Source: an optimization exercise on an open RTL-to-GDS flow (aim: small area, a short achievable clock period and few clock cycles per item). Production flows keep margins and buffers that such runs may drop.
In this exercise RTL edits were held to simulation tests only and were not proved equivalent to the original.
No activity file was given, so power comes from the tool's default toggle rates.

==> flow/design.v (excerpt) <==
module sorted_stream_merge_core (
  input  logic        clk,
  input  logic        rst,
  input  logic        push_valid,
  output logic        push_ready,
  input  logic [33:0] push_data,
  output logic        merge_valid,
  input  logic        merge_ready,
  output logic [34:0] merge_data
);
Size in the first run: ~2,500 cells after synthesis, roughly 75 I/O pins.
==> flow/config.mk <==
export PLATFORM = sky130hd
export DESIGN_NAME = sorted_stream_merge_core
export DESIGN_NICKNAME = sorted_stream_merge_core
export VERILOG_FILES = /design/flow/design.v
export SDC_FILE = /design/flow/constraint.sdc
export NUM_CORES = 4
export LEC_CHECK = 0
export CAP_MARGIN = 20
export CORE_MARGIN = 2
export CORE_UTILIZATION = 40
export CTS_CLUSTER_DIAMETER = 60
export CTS_CLUSTER_SIZE = 20
export PLACE_DENSITY = 0.6
export SETUP_SLACK_MARGIN = 5.0
export SLEW_MARGIN = 20
export TNS_END_PERCENT = 2
==> flow/constraint.sdc <==
create_clock -name core_clock -period 8.0 [get_ports {clk}]
set_input_delay 1.6000 -clock core_clock [delete_from_list [all_inputs] [get_ports {clk}]]
set_output_delay 1.6000 -clock core_clock [all_outputs]
set_load 0.01 [all_outputs]
run.sh (not shown) runs the stock make flow with config.mk's settings and CLKGATE_MAP_FILE= SYNTH_SCRIPT=/design/flow/synth_recipe.tcl, a recipe that flattens the netlist after the stock synthesis.
Testbench counts at the start, summed over its fixed seeds: cycles 5,128, items 4,231.
==> next run, changes <==
--- a/flow/design.v
+++ b/flow/design.v
@@ -34,24 +34,24 @@
   localparam int NIN   = 3;    
   logic          q_v    [NIN];
   logic          q_list [NIN];
   logic [VW-1:0] q_val  [NIN];
   logic          q_end  [NIN];
   logic          p_valid, p_list, p_end;
   logic [VW-1:0] p_val;
   logic          s_valid, s_list, s_end;
   logic [VW-1:0] s_val;
   assign {p_valid, p_list, p_val, p_end} = {q_v[0], q_list[0], q_val[0], q_end[0]};
   assign {s_valid, s_list, s_val, s_end} = {q_v[1], q_list[1], q_val[1], q_end[1]};
-  logic          r_valid;
-  logic [34:0]   r_data;
+  logic          r_valid, r2_valid;
+  logic [34:0]   r_data, r2_data;
   localparam int NSLOT = DEPTH - 1;
   logic [VW-1:0]    mem [NSLOT];
   logic [VW-1:0]    head;       
   logic [NSLOT-1:0] rn, wr;     
   logic [CNT_W-1:0] cnt;        
   logic [CNT_W-1:0] tot;        
   logic [CNT_W-1:0] owed;       
   logic             owed_src;
   logic             owed_last;
   logic             own;
   logic             end_a, end_b;
@@ -69,23 +69,23 @@
       for (i = 0; i < VW / 2; i = i + 1) begin
         if (i < ((VW / 2) >> l)) begin
           lt[i] = lt[2*i+1] | (~gt[2*i+1] & lt[2*i]);
           gt[i] = gt[2*i+1] | (~lt[2*i+1] & gt[2*i]);
         end
       end
     end
     cmp2 = {lt[0], gt[0]};
   endfunction
   logic rfree, have, full, space, busy, end_own, end_p, end_np, head_wins;
   logic p_vs;    
-  assign rfree     = !r_valid || merge_ready;
+  assign rfree     = !r2_valid;
   assign have      = (cnt != '0);
   assign full      = (cnt == CNT_W'(DEPTH));
   assign space     = (tot != CNT_W'(DEPTH));
   assign busy      = (owed != '0);
   assign end_own   = own ? end_b : end_a;
   assign end_p     = p_list ? end_b : end_a;
   assign end_np    = p_list ? end_a : end_b;
   assign p_vs      = p_valid && have && (own != p_list);
   logic cr_lt, cr_gt, cr_ok;
   assign head_wins = own ? cr_lt : !cr_gt;
   logic          emit, e_src, e_last, e_ovf, e_held;
@@ -114,22 +114,24 @@
       .owed_src  (owed_src),
       .owed_last (owed_last),
       .own       (own),
       .end_a     (end_a),
       .end_b     (end_b),
       .ctl       (step[g])
     );
   end
   assign {emit, e_held, e_src, e_last, e_ovf, owed_pop, live_pop, write, dbl, p_take, s_take,
           set_end, clr_end, own_set, s_own, to_owed} = step[{rfree, head_wins}];
   assign pop = owed_pop || live_pop;
+  logic [34:0] e_data;
+  assign e_data = {e_ovf ? VW'(0) : (e_held ? p_val : head), e_src, e_last, e_ovf};
   logic [CNT_W-1:0] tot_inc, tot_inc2, tot_dec, cnt_inc, cnt_inc2, cnt_dec, owed_dec;
   assign tot_inc  = tot + CNT_W'(1);
   assign tot_inc2 = tot + CNT_W'(2);
   assign tot_dec  = tot - CNT_W'(1);
   assign cnt_inc  = cnt + CNT_W'(1);
   assign cnt_inc2 = cnt + CNT_W'(2);
   assign cnt_dec  = cnt - CNT_W'(1);
   assign owed_dec = owed - CNT_W'(1);
   logic h_empty;
   assign h_empty = (tot == '0) || ((tot == CNT_W'(1)) && pop);
   logic          in0_from_s, slot_from_s;
@@ -231,36 +233,38 @@
       end
     end else if (n_from_push) begin
       k_next = k_hd;
       k_ok   = !h_slot && !h_in0;
     end
   end
   always_ff @(posedge clk) begin
     if (rst) begin
       for (int k = 0; k < NIN; k++) q_v[k] <= 1'b0;
       cr_ok   <= 1'b0;
       r_valid <= 1'b0;
+      r2_valid <= 1'b0;
       rn      <= NSLOT'(1);
       wr      <= NSLOT'(1);
       cnt     <= '0;
       tot     <= '0;
       owed    <= '0;
       end_a   <= 1'b0;
       end_b   <= 1'b0;
     end else begin
       for (int k = 0; k < NIN; k++) q_v[k] <= n_v[k];
       cr_ok <= k_ok;
-      if (emit) begin
-        r_valid <= 1'b1;
-      end else if (merge_ready) begin
-        r_valid <= 1'b0;
+      if (!r_valid || merge_ready) begin
+        r_valid  <= r2_valid || emit;
+        r2_valid <= 1'b0;
+      end else if (emit) begin
+        r2_valid <= 1'b1;
       end
       if (pop && (tot != CNT_W'(1))) rn <= {rn[NSLOT-2:0], rn[NSLOT-1]};
       if (slot_app)                  wr <= {wr[NSLOT-2:0], wr[NSLOT-1]};
       if (dbl)                tot <= pop ? tot_inc : tot_inc2;
       else if (write && !pop) tot <= tot_inc;
       else if (pop && !write) tot <= tot_dec;
       if (to_owed) begin
         owed <= cnt;
         cnt  <= '0;
       end else begin
         if (owed_pop) owed <= owed_dec;
@@ -280,24 +284,27 @@
         else        end_a <= 1'b1;
       end
     end
   end
   always_ff @(posedge clk) begin
     for (int k = 0; k < NIN; k++) begin
       q_list[k] <= n_list[k];
       q_val[k]  <= n_val[k];
       q_end[k]  <= n_end[k];
     end
     {cr_lt, cr_gt} <= k_next;
-    if (rfree) begin
-      r_data <= {e_ovf ? VW'(0) : (e_held ? p_val : head), e_src, e_last, e_ovf};
+    if (!r_valid || merge_ready) begin
+      r_data <= r2_valid ? r2_data : e_data;
+    end
+    if (!r2_valid) begin
+      r2_data <= e_data;
     end
     if (own_set) begin
       own <= p_list;
     end else if (s_own) begin
       own <= s_list;
     end
     if (to_owed) begin
       owed_src  <= own;
       owed_last <= end_own;
     end
     for (int i = 0; i < NSLOT; i++) begin
What happened: Global-route usage is lower by 0.75 points; clock skew increases by 17 ps; clock-buffer cell count rises by 4; cell area grows by 3.9%; sequential share of layout area falls by 0.22 points; setup slack gains 330 ps; power grows by 3.8%.
Testbench counts after the change, summed over its fixed seeds: cycles 5,128, items 4,231.

==> port drivers added, routing unchanged <==
The results above use ideal ports. As a check the final layouts listed here were re-extracted and re-timed, cells and wires unchanged. Step 1 (the two cells are an assumption about what drives the block):
set clk [get_ports {clk}]
set_driving_cell -lib_cell sky130_fd_sc_hd__clkbuf_16 $clk
set_driving_cell -lib_cell sky130_fd_sc_hd__buf_2 [delete_from_list [all_inputs] $clk]
Step 2 adds t to the input delays and takes it off the output delays; t is the mean of the earliest and latest rising clock arrival at the registers after step 1. Input paths then give back, and output paths get back, about the clock's delay inside the block. a / b / c = no drivers / after step 1 / after step 2; a / b = the first two.
run	shift t [ns]	setup WS [ns]	hold WS [ns]	worst setup path at the end
the first run	0.697	4.495 / 4.534 / 3.837	0.520 / 0.520 / 0.520	input to register
the second run	0.707	4.825 / 4.793 / 4.114	0.468 / 0.468 / 0.468	input to register
After both steps setup and hold are still met in every run listed. For the second run, which loses most, drivers alone change the setup slack by -0.032 ns; drivers and shift together by -0.711 ns.
